Source: an optimization exercise on an open RTL-to-GDS flow (aim: small area, a short achievable clock period and few clock cycles per item). Production flows keep margins and buffers that such runs may drop. RTL that was checked went through simulation tests only; none was proved equivalent to the original.

Setup of indigo:
// yuvToRgbTop
module yuvToRgbTop (
  input  wire                       Clock_50_I,
  input  wire                       Resetn,
  input  wire [31:0]                inPair,
  input  wire                       inValid,
  input  wire                       rgbReady,
  input  wire                       cfgWrite,
  input  wire [8:0]                 cfgData,
  output logic                      inReady,
  output logic [48:0]               rgbPair,
  output logic                      rgbValid,
  output logic [8:0]                lineLength,
  output logic                      cfgError
);
For scale: ~3100 cells after synthesis, ~490 flip-flops, about 110 I/O pins, ~37000 µm² of cells after synthesis.
clock: 11.0 ns
lec_check: 0
cap_margin: 20
core_margin: 2
core_utilization: 60
cts_buf_list: sky130_fd_sc_hd__clkbuf_8
setup_slack_margin: 5
slew_margin: 20
standard.sh (not shown) runs the stock make flow with config.mk's settings and CLKGATE_MAP_FILE= SYNTH_SCRIPT=/design/flow/synth_recipe.tcl, a recipe that flattens the netlist after the stock synthesis.
==> flow/flow/run.sh <==
#!/bin/bash
set -euo pipefail
bash ./standard.sh SETUP_SLACK_MARGIN=6.9 MATCH_CELL_FOOTPRINT=0 finish > standard_flow.log 2>&1
indigo has completed all stages; timing, DRC and antenna checks passed.
Testbench counts of indigo, summed over its fixed seeds: cycles 4,100, items 3,972.
For sierra, these inputs were changed with respect to indigo:
- swapping 60 for 40 in CORE_UTILIZATION
- clearing CTS_BUF_LIST, which used to be sky130_fd_sc_hd__clkbuf_8
==> flow/flow/run.sh <==
#!/bin/bash
set -euo pipefail
bash ./standard.sh SETUP_SLACK_MARGIN=7.5 finish > standard_flow.log 2>&1
## What came out
sierra went all the way through synthesis, placement and routing and the layout is clean on timing, DRC and antenna. sierra ended with less aggregate routed wire length than indigo. indigo was smaller in final cell area than sierra. The total iterations of the first detailed-routing run number comes out higher for sierra vs indigo. Of the two candidates, indigo has the worse minimum setup slack after placement and sierra the better one.
diff inputs: sierra => zinc
- CORE_UTILIZATION now 55, was 40
==> flow/flow/run.sh <==
#!/bin/bash
set -euo pipefail
bash ./standard.sh SETUP_SLACK_MARGIN=7.5 MATCH_CELL_FOOTPRINT=0 finish > standard_flow.log 2>&1
==> comparison <==
zinc: flow completed, timing, DRC and antenna clean. zinc vs sierra, final hold slack went up by 4.3 ps. In the reports for zinc and sierra, the larger HPWL reported at the end of detailed placement belongs to zinc. Higher total via count after detailed routing among zinc and sierra: zinc. Comparing zinc against sierra, there is no change at all in number of nets still failing antenna checks after routing.
Setup changes, zinc to lagoon
- CORE_UTILIZATION changed from 55 to 60
==> flow/flow/run.sh <==
#!/bin/bash
set -euo pipefail
bash ./standard.sh SETUP_SLACK_MARGIN=6.9 MATCH_CELL_FOOTPRINT=0 'BUFFER_PORTS_ARGS=-buffer_cell sky130_fd_sc_hd__buf_2' finish > standard_flow.log 2>&1
--- outcome ---
Placer's final routability congestion estimate, lagoon and zinc, higher one = lagoon. Summary of lagoon over zinc: number of setup buffers added after CTS fell about 60%; non-clock buffer count fell 119. Compared with zinc, lagoon shows time the final worst path needs with I/O delays and setup higher by 17 ps. vT[4][1] as the beginning of the critical path was reported by zinc, and vT[5][5] by lagoon.
Inputs modified between lagoon and raven:
- a change of CORE_UTILIZATION from 60 to 40
==> flow/flow/run.sh <==
#!/bin/bash
set -euo pipefail
bash ./standard.sh SETUP_SLACK_MARGIN=6.9 finish > standard_flow.log 2>&1
==> comparison <==
In the flow results for lagoon and raven, the utilization is larger on lagoon. Compared with lagoon, in raven area used by multi-input combinational logic now sits at about the same level, global-route wire length before repair +1.2 mm, proportion of final cell area spent on non-clock buffers went up by 1.3 points. Between lagoon and raven, the fraction of area in multi-input gates is higher for lagoon. When raven is measured against lagoon, its setup slack of the critical path after layout turns out 25 ps lower. Of the two candidates, lagoon has the better fmax and raven the worse one. Compare lagoon and raven | final clock period utilization by the worst path higher: raven.
[inputs] garnet vs raven
- CORE_UTILIZATION changed from 40 to 60
==> flow/flow/run.sh <==
#!/bin/bash
set -euo pipefail
bash ./standard.sh SETUP_SLACK_MARGIN=7.1 MATCH_CELL_FOOTPRINT=0 finish > standard_flow.log 2>&1
==> run summary <==
- Across both runs, buffer and inverter count on the worst path was lower for garnet than for raven.
- Compared garnet against raven; maximum clock rate within noise.


Starting RTL as in the previous note.
==> flow/config.mk <==
export PLATFORM = sky130hd
export DESIGN_NAME = yuvToRgbTop
export DESIGN_NICKNAME = yuvToRgbTop
export VERILOG_FILES = /design/flow/design.v
export SDC_FILE = /design/flow/constraint.sdc
export NUM_CORES = 4
export LEC_CHECK = 0
export CAP_MARGIN = 20
export CORE_MARGIN = 2
export CORE_UTILIZATION = 60
export SETUP_SLACK_MARGIN = 5
export SLEW_MARGIN = 20
export TNS_END_PERCENT = 20
==> flow/constraint.sdc <==
create_clock -name core_clock -period 11.0 [get_ports {Clock_50_I}]
set_input_delay 2.2000 -clock core_clock [delete_from_list [all_inputs] [get_ports {Clock_50_I}]]
set_output_delay 2.2000 -clock core_clock [all_outputs]
set_load 0.01 [all_outputs]
==> flow/flow/run.sh <==
#!/bin/bash
set -euo pipefail
bash ./standard.sh SETUP_SLACK_MARGIN=6.9 MATCH_CELL_FOOTPRINT=0 finish > standard_flow.log 2>&1
The starting point produced a clean layout.
Testbench counts at the start, summed over its fixed seeds: cycles 4,100, items 3,972.
Rerun with:
==> flow/flow/run.sh (replaced) <==
#!/bin/bash
set -euo pipefail
bash ./standard.sh SETUP_SLACK_MARGIN=6.5 finish > standard_flow.log 2>&1
CORE_UTILIZATION = 40   (was 60)
TNS_END_PERCENT = unset   (was 20)
=> Final area is lower by 0.83%. Maximum frequency is lower by 4.1%. Die area is higher by 49%. Register-to-register slack degrades by 180 ps. Worst hold slack hardly moves. Non-clock buffer count is lower by 66. Clock-buffer cell count is higher by 5. Synthesized area does not change. Wire length is lower by 3.0%. First-iteration DRC count is lower by 19%.
Rerun with:
==> flow/flow/run.sh (replaced) <==
#!/bin/bash
set -euo pipefail
bash ./standard.sh SETUP_SLACK_MARGIN=6.9 MATCH_CELL_FOOTPRINT=0 'BUFFER_PORTS_ARGS=-buffer_cell sky130_fd_sc_hd__buf_4' finish > standard_flow.log 2>&1
CORE_UTILIZATION = 60   (was 40)
What happened:
- clock-buffer cell count grows by 8
- first-iteration DRC count rose by 18%
- die area is lower by 33%
- routed wire length goes up by 5.7%
- synthesized area does not change
- cell area grows by 0.80%
Rerun with:
==> flow/flow/run.sh (replaced) <==
#!/bin/bash
set -euo pipefail
bash ./standard.sh SETUP_SLACK_MARGIN=6.9 MATCH_CELL_FOOTPRINT=0 finish > standard_flow.log 2>&1
Outcome: Setup slack is better by 78 ps. Utilization went down by 0.18 points. Global-route usage went up by 0.22 points. Area after synthesis does not change.


Another version of the RTL of yuvToRgbTop (not shown whole).
Size in the first run: roughly 3,000 cells after synthesis, about 110 I/O pins, about 0.034 mm² of cells after synthesis.
## yuvToRgbTop
module yuvToRgbTop (
  input  wire                       Clock_50_I,
  input  wire                       Resetn,
  input  wire [31:0]                inPair,
  input  wire                       inValid,
  input  wire                       rgbReady,
  input  wire                       cfgWrite,
  input  wire [8:0]                 cfgData,
  output logic                      inReady,
  output logic [48:0]               rgbPair,
  output logic                      rgbValid,
  output logic [8:0]                lineLength,
  output logic                      cfgError
);
make LEC_CHECK=0 CAP_MARGIN=20 CORE_MARGIN=2 CORE_UTILIZATION=40 SETUP_SLACK_MARGIN=5 SLEW_MARGIN=20 finish   # period 11.0 ns
run.sh (not shown) runs the stock make flow with config.mk's settings and CLKGATE_MAP_FILE= SYNTH_SCRIPT=/design/flow/synth_recipe.tcl, a recipe that flattens the netlist after the stock synthesis.
Stock flow here: none of the scripts above is used.
==> next run, changes <==
==> flow/flow/run.sh (new file) <==
#!/bin/bash
set -euo pipefail
bash ./standard.sh SETUP_SLACK_MARGIN=7.5 finish > standard_flow.log 2>&1
==> flow/standard.sh (new file) <==
#!/bin/bash
# synth_recipe.tcl (not shown) runs the flow's synth.tcl, then flattens the netlist and writes it again
# the make line also repeats each setting of config.mk as NAME=value (left out here)
make -C /OpenROAD-flow-scripts/flow DESIGN_CONFIG=/design/flow/config.mk WORK_HOME=/design/flow/orfs CLKGATE_MAP_FILE= SYNTH_SCRIPT=/design/flow/synth_recipe.tcl "${@:-finish}"
removed: flow/run.sh
The changed run went through all stages and came out clean. Cell area goes up by roughly a tenth. Routed wire length rises by about a fifth. Hold slack stays flat. Count of clock-buffer cells in the layout decreases by 5. Worst setup slack improves by 880 ps.
No functional check of the RTL was part of any run of this note.


yuvToRgbTop, a different RTL version from the one above (not shown whole).
Size in the first run: about 540 flip-flops.
==> flow/config.mk <==
export PLATFORM = sky130hd
export DESIGN_NAME = yuvToRgbTop
export DESIGN_NICKNAME = yuvToRgbTop
export VERILOG_FILES = /design/flow/design.v
export SDC_FILE = /design/flow/constraint.sdc
export NUM_CORES = 4
export LEC_CHECK = 0
export CAP_MARGIN = 20
export CORE_MARGIN = 2
export CORE_UTILIZATION = 60
export SETUP_SLACK_MARGIN = 5
export SLEW_MARGIN = 20
==> flow/constraint.sdc <==
create_clock -name core_clock -period 11.0 [get_ports {Clock_50_I}]
set_input_delay 2.2000 -clock core_clock [delete_from_list [all_inputs] [get_ports {Clock_50_I}]]
set_output_delay 2.2000 -clock core_clock [all_outputs]
set_load 0.01 [all_outputs]
standard.sh (not shown) runs the stock make flow with config.mk's settings and CLKGATE_MAP_FILE= SYNTH_SCRIPT=/design/flow/synth_recipe.tcl, a recipe that flattens the netlist after the stock synthesis.
==> flow/flow/run.sh <==
#!/bin/bash
set -euo pipefail
bash ./standard.sh SETUP_SLACK_MARGIN=7.0 MATCH_CELL_FOOTPRINT=0 finish > standard_flow.log 2>&1
==> next run, changes <==
==> flow/flow/run.sh (replaced) <==
#!/bin/bash
set -euo pipefail
bash ./standard.sh SETUP_SLACK_MARGIN=7.3 MATCH_CELL_FOOTPRINT=0 finish > standard_flow.log 2>&1
What happened: Area after synthesis stays the same; maximum frequency is about the same.
Function was not checked in any run of this note: the RTL went through the layout flow alone.

==> port drivers added, routing unchanged <==
Ports are ideal in the flow. The routed layouts listed here were re-timed in OpenROAD.
Step 1: set_driving_cell puts a clkbuf_16 on Clock_50_I and a buf_2 on each other input, an assumption about the parent block.
Step 2 adds t to the input delays and takes it off the output delays; t is the mean of the earliest and latest rising clock arrival at the registers after step 1. Input paths then give back, and output paths get back, about the clock's delay inside the block.
a / b / c = no drivers / after step 1 / after step 2; a / b = the first two.
run	t (ns)	setup WS [ns]	hold slack, ns	clock arrival spread, ns	slew at the worst register clock pin (ns)
indigo	0.726	6.844 / 6.844 / 6.372	0.401 / 0.401 / 0.401	0.063 / 0.063	0.07 / 0.07
sierra	0.688	6.851 / 6.851 / 6.851	0.412 / 0.412 / 0.412	0.036 / 0.036	0.07 / 0.07
zinc	0.677	6.907 / 6.907 / 6.907	0.416 / 0.416 / 0.416	0.049 / 0.049	0.07 / 0.07
lagoon	0.675	6.890 / 6.890 / 6.369	0.405 / 0.405 / 0.405	0.023 / 0.023	0.07 / 0.07
raven	0.718	6.865 / 6.865 / 6.530	0.412 / 0.412 / 0.412	0.040 / 0.040	0.07 / 0.07
garnet	0.689	6.863 / 6.863 / 6.570	0.413 / 0.413 / 0.413	0.023 / 0.023	0.07 / 0.07
the first run of note 2	0.667	6.784 / 6.784 / 6.318	0.414 / 0.414 / 0.414	0.026 / 0.026	0.07 / 0.07
the second run of note 2	0.701	6.605 / 6.605 / 6.038	0.416 / 0.416 / 0.416	0.042 / 0.042	0.06 / 0.06
the third run of note 2	0.653	6.803 / 6.803 / 6.425	0.415 / 0.415 / 0.415	0.031 / 0.031	0.06 / 0.06
the fourth run of note 2	0.670	6.881 / 6.881 / 6.406	0.407 / 0.407 / 0.407	0.032 / 0.032	0.07 / 0.07
the first run of note 3	0.651	5.430 / 5.430 / 5.430	0.417 / 0.417 / 0.417	0.011 / 0.011	0.06 / 0.06
the second run of note 3	0.647	6.306 / 6.306 / 6.306	0.418 / 0.418 / 0.418	0.018 / 0.017	0.06 / 0.06
the first run of note 4	0.689	6.544 / 6.544 / 6.264	0.414 / 0.414 / 0.414	0.050 / 0.049	0.07 / 0.07
the second run of note 4	0.695	6.531 / 6.531 / 6.230	0.413 / 0.413 / 0.413	0.027 / 0.027	0.07 / 0.07
After both steps setup and hold are still met in every run listed. For the second run of note 2, which loses most, drivers alone change the setup slack by 0.000 ns; drivers and shift together by -0.567 ns.
